This design comes from an exercise in tuning for small area on the open sky130 flow, not from production work. The RTL was checked by simulation tests, not by an equivalence proof against the original design. No activity file was given, so power comes from the tool's default toggle rates.

## design/flow/run.sh

```bash
#!/bin/bash
# synth_recipe.tcl (not shown) runs the flow's synth.tcl, then flattens the netlist and writes it again
# the make line also repeats each setting of config.mk as NAME=value (left out here)
make -C /OpenROAD-flow-scripts/flow DESIGN_CONFIG=/design/flow/config.mk WORK_HOME=/design/flow/orfs CLKGATE_MAP_FILE= SYNTH_SCRIPT=/design/flow/synth_recipe.tcl finish
```

## design/flow/config.mk

```make
export PLATFORM = sky130hd
export DESIGN_NAME = id_branch_pc_rf
export DESIGN_NICKNAME = id_branch_pc_rf
export VERILOG_FILES = /design/flow/design.v
export SDC_FILE = /design/flow/constraint.sdc
export NUM_CORES = 4
export LEC_CHECK = 0
export CAP_MARGIN = 20
export CORE_MARGIN = 2
export CORE_UTILIZATION = 40
export SLEW_MARGIN = 20
```

## design/flow/constraint.sdc

```tcl
create_clock -name core_clock -period 10.0 [get_ports {clk}]
set_input_delay 2.0000 -clock core_clock [delete_from_list [all_inputs] [get_ports {clk}]]
set_output_delay 2.0000 -clock core_clock [all_outputs]
set_load 0.01 [all_outputs]
```

## design/flow/design.v

```verilog
module id_pc_reg #(
  parameter logic [31:0] RESET_PC = 32'h0000_0000
) (
  input  logic        clk,
  input  logic        rst,
  input  logic        stall,
  input  logic [31:0] NPC,
  output logic [31:0] PC
);
  always_ff @(posedge clk) begin
    if (!rst)       PC <= RESET_PC;
    else if (!stall) PC <= NPC;
  end
endmodule
module id_rf_rd_port (
  input  logic [31:0][31:0] regs,
  input  logic [4:0]        addr,
  input  logic              wr_en,
  input  logic [4:0]        wr_sel,
  input  logic [31:0]       wr_data,
  output logic [31:0]       data
);
  always_comb begin
    data = regs[addr];
    if (addr == 5'd0)
      data = '0;
    else if (wr_en && (wr_sel == addr))
      data = wr_data;
  end
endmodule
module id_reg_file #(
  parameter int NUM_RD = 2
) (
  input  logic                          clk,
  input  logic                          rst,
  input  logic [NUM_RD-1:0][4:0]        rd_addr,
  output logic [NUM_RD-1:0][31:0]       rd_data,
  input  logic                          RFWr,
  input  logic [4:0]                    WBSel,
  input  logic [31:0]                   WD
);
  logic [31:0][31:0] regs;
  logic              wr_en;
  assign wr_en = RFWr && (WBSel != 5'd0);
  always_ff @(posedge clk) begin
    if (!rst)       regs <= '0;
    else if (wr_en) regs[WBSel] <= WD;
  end
  genvar p;
  generate
    for (p = 0; p < NUM_RD; p++) begin : g_rd
      id_rf_rd_port u_port (
        .regs    (regs),
        .addr    (rd_addr[p]),
        .wr_en   (wr_en),
        .wr_sel  (WBSel),
        .wr_data (WD),
        .data    (rd_data[p])
      );
    end
  endgenerate
endmodule
module id_branch_eval (
  input  logic [31:0] rsv,
  input  logic [31:0] rtv,
  input  logic [5:0]  Op,
  input  logic [4:0]  rt,
  output logic        branch_taken
);
  localparam logic [5:0] OP_REGIMM = 6'b000001;
  localparam logic [5:0] OP_BEQ    = 6'b000100;
  localparam logic [5:0] OP_BNE    = 6'b000101;
  localparam logic [5:0] OP_BLEZ   = 6'b000110;
  localparam logic [5:0] OP_BGTZ   = 6'b000111;
  localparam logic [4:0] RT_BLTZ   = 5'b00000;
  localparam logic [4:0] RT_BGEZ   = 5'b00001;
  localparam logic [4:0] RT_BLTZAL = 5'b10000;
  localparam logic [4:0] RT_BGEZAL = 5'b10001;
  logic neg, zero, pos, eq;
  assign neg  = rsv[31];
  assign zero = (rsv == 32'd0);
  assign pos  = !neg && !zero;
  assign eq   = (rsv == rtv);
  always_comb begin
    branch_taken = 1'b0;
    case (Op)
      OP_BEQ:  branch_taken = eq;
      OP_BNE:  branch_taken = !eq;
      OP_BLEZ: branch_taken = neg || zero;
      OP_BGTZ: branch_taken = pos;
      OP_REGIMM: begin
        case (rt)
          RT_BLTZ, RT_BLTZAL: branch_taken = neg;
          RT_BGEZ, RT_BGEZAL: branch_taken = !neg;
          default:            branch_taken = 1'b0;
        endcase
      end
      default: branch_taken = 1'b0;
    endcase
  end
endmodule
module id_branch_pc_rf #(
  parameter logic [31:0] RESET_PC = 32'h0000_0000
) (
  input  logic        clk,
  input  logic        rst,
  input  logic        stall,
  input  logic [31:0] NPC,
  output logic [31:0] PC,
  input  logic [4:0]  A1,
  input  logic [4:0]  A2,
  output logic [31:0] RD1,
  output logic [31:0] RD2,
  input  logic        RFWr,
  input  logic [4:0]  WBSel,
  input  logic [31:0] WD,
  input  logic [31:0] rsv,
  input  logic [31:0] rtv,
  input  logic [5:0]  Op,
  input  logic [4:0]  rt,
  output logic        branch_taken
);
  logic [1:0][4:0]  rd_addr;
  logic [1:0][31:0] rd_data;
  assign rd_addr = {A2, A1};
  assign RD1     = rd_data[0];
  assign RD2     = rd_data[1];
  id_pc_reg #(.RESET_PC(RESET_PC)) u_pc (
    .clk   (clk),
    .rst   (rst),
    .stall (stall),
    .NPC   (NPC),
    .PC    (PC)
  );
  id_reg_file #(.NUM_RD(2)) u_rf (
    .clk     (clk),
    .rst     (rst),
    .rd_addr (rd_addr),
    .rd_data (rd_data),
    .RFWr    (RFWr),
    .WBSel   (WBSel),
    .WD      (WD)
  );
  id_branch_eval u_br (
    .rsv          (rsv),
    .rtv          (rtv),
    .Op           (Op),
    .rt           (rt),
    .branch_taken (branch_taken)
  );
endmodule
```

==> metrics.yaml <==
cells_and_area:
  drive_above_1_share: 0.109
  area_growth_pct: 13.1
  layout_commonest_cell: "nand2_1"
  mostFrequentLayoutCells: "1640 x nand2_1, 1056 x dfxtp_1, 737 x mux2i_1"
  fin_nets: 6778
clock_tree:
  clock_latency_ns: 0.75
  cts_tree: "yes"
  clkTransAtPathRegs_ns: 0.06
  clkSinkCount: 1056
  cts_root_buf: "clkbuf_16"
  ctsHoldBuffers: 0
  cts-resized-gates: 0
  cts_buffers: 120
  clockBufferDepth: 3
  htreeDepth: 3
  postCtsSetupBuffers: 0
timing:
  finalHoldViolCount: 0
  skew_ns: 0
  timing.fmax_mhz: 114
  holdWs_ns: 0.465
  max_slew.worst_pin.slew_ns: 1.29
  fin_crit_ns: 8.75
  final_max_slew_viol_count: 0
  setup_viol: 0
  rsz0062_at_grt: "false"
  slew_headroom: 0.142
  finalSetupTns_ns: 0
  post-route-period-util: 0.875
detailed_routing:
  drc_errors: 0
  wl_mm: 244
  drtAntennaViolNets: 0
  wl_per_cell_um: 28.3
  drt_iter0_drc: 6547
  viasPerCell: 6.16
  firstDrtPassIters: 6
  num_vias: 53300
placed_design:
  dp_hpwl_mm: 138
  gp_congestion: 0.853
  port_buffers: 253
synth:
  yosysUniqueCellTypes: 56
  async_flop_share: 0
  synth_top_area_frac: 0.359
  synth_area_um2: 58900
  synth.yosys.seq_area_share: 0.359
  syn_area_per_cell_um2: 8.68
  yosys.area.top_type: "dfxtp_1"
  synth_fp_nets: 6945
  synth_seq_cells: 1056
  yosysWarnings: 4
  synth_edf_count: 0
  syn_inst: 6785
  ys.flop_type: "dfxtp_1"
  netlist_top_cells_area: "dfxtp_1 36%, mux2i_1 13%, nand2_1 11%"
floorplanning:
  core_area_um2: 146000
  die_x_um: 388
  rows: 140
  die_y_um: 388
  io_pins: 255
  die-area_um2: 150000
  initial_core_util: 0.404
worst_setup_path:
  setup.worst_path.end_class: "output pin"
  start_kind: "input port"
  cp.arrival_ns: 6.75
  critical_path_class: "in2out"
  crit_fanout: 30
  required_ns: 8.00
power:
  pwr_density_cell_nw_per_um2: 153
  finalPower_mw: 10.2
  irDropWorstVdd_mv: 0.148
  leakage_nw: 22.9
global_route:
  antenna_found_initial: 10
  grt_use_total: 0.314
  grt_pass1_vias: 50600
  grt-ovfl-total: 0
  grt_pass1_wl_mm: 350
  grt_max_degree: 269
status:
  status: "no timing/DRC/antenna violations"
worst_hold_path:
  hold_class: "reg2reg"
run:
  maxCapViolCount: 0
==> registers in the layout (all words and copies together) (netlist names) <==
signal / cells
u_pc.PC: 32
u_rf.regs: 1024
==> cell usage after synthesis, drive strengths merged (2+ instances only) <==
master	n
buf	265
nor2	77
nand2b	33
a221oi	64
o21ai	127
a22oi	113
nor4	14
or3	3
and2	52
mux2i	737
o211ai	14
mux4	256
nand3	295
nand4	122
a31oi	15
a211o	17
nor2b	234
xor2	9
o21bai	2
xnor2	36
a21boi	815
ha	2
a221o	14
a21oi	95
or2	2
nor3	153
nand2	1666
dfxtp	1056
inv	19
clkbuf	463
==> per-stage QoR <==
stage / area, um2 / setup slack, ns / util / instances
global placement: 62500 / 1.28 / 0.428 / 8411
detailed placement: 62500 / 1.25 / 0.429 / 8412
finish: 66600 / 1.25 / 0.457 / 8641
global route: 66600 / 1.13 / 0.457 / 8639
CTS: 66600 / 1.25 / 0.456 / 8637
floorplan: 58900 / 3.62 / - / 6785
==> worst max-delay path: stages <==
cell and delay (ns):
clkdlybuf4s50_1 0.67, inv_1 0.15, ha_1 0.22, nor2b_1 0.15
nor2b_1 0.16, ha_1 0.34, nor2b_1 0.51, nand3_4 0.49
buf_4 0.49, nand3_1 0.13, nor3_1 0.06, nor3_1 0.65
clkdlybuf4s50_1 0.69
==> logic make-up (layout without fill, tap and decap cells) <==
family                   Yosys count  count (layout)  share of synthesized area
AO/OA/AOI/OAI                   1283            1283                      0.157
XOR/XNOR                          45              45                    0.00669
adder cells (fa/ha/maj)            2               2                   0.000425
buffers and inverters            747             683                     0.0533
flip-flops                      1056            1056                      0.359
multiplexers                     993             993                      0.223
other                              0               3                          0
AND/OR/NAND/NOR                 2659            2659                      0.201
==> metal layers <==
metal / part of all wire / global-route usage / vias up / wire, um
li1: - / - / 23400 / -
met1: 0.40 / 0.410 / 26100 / 97200
met2: 0.43 / 0.480 / 3133 / 105000
met3: 0.10 / 0.0614 / 672 / 24900
met4: 0.069 / 0.186 / 6 / 16800
met5: 0.00015 / 0 / - / 36
==> where the power goes <==
group,internal (mW),switching [mW]
Clock,2.67,1.95
Combinational,0.461,0.856
Sequential,4.25,0.0288
Total,7.38,2.83
==> path summary, 6_finish.rpt <==
kind,to,cells after the start,slack [ns],start
worst max-delay path,RD1[23],13,1.25,WBSel[0]
worst min-delay path,u_rf.regs[199],2,0.47,u_rf.regs[199]
worst max register to register,u_rf.regs[437],2,9.25,u_rf.regs[437]
worst min register to register,u_rf.regs[199],2,0.47,u_rf.regs[199]
==> layout make-up <==
class / instances / area (um2)
antenna: 3 / 7.51
tap: 1917 / 2400
clock buffer: 181 / 3530
timing repair buffer: 439 / 4100
fill: 13900 / 79300
multi-input combinational: 4982 / 34800
inverter: 19 / 71.3
sequential: 1056 / 21100
clock inverter: 44 / 529

==> afterwards: timing with drivers on the ports <==
How much do the figures lean on ideal ports? The routed layout below was timed once more, with nothing changed but the port constraints.
Step 1, drivers: a clkbuf_16 drives clk and a buf_2 each remaining input, both assumed.
Step 2 also shifts input and output timing later by t, the mid clock arrival at the registers, as if the neighbouring blocks saw the same clock.
a / b / c = ideal / step 1 / step 2; a / b = the first two.
t, ns: 0.841
setup slack, ns: 1.251 / 1.207 / 1.207
worst setup path after step 2: input to output
worst data-port slew with drivers (ns): 0.17
After both steps setup and hold are still met in this run. For this run, drivers alone change the setup slack by -0.044 ns; drivers and shift together by -0.044 ns.
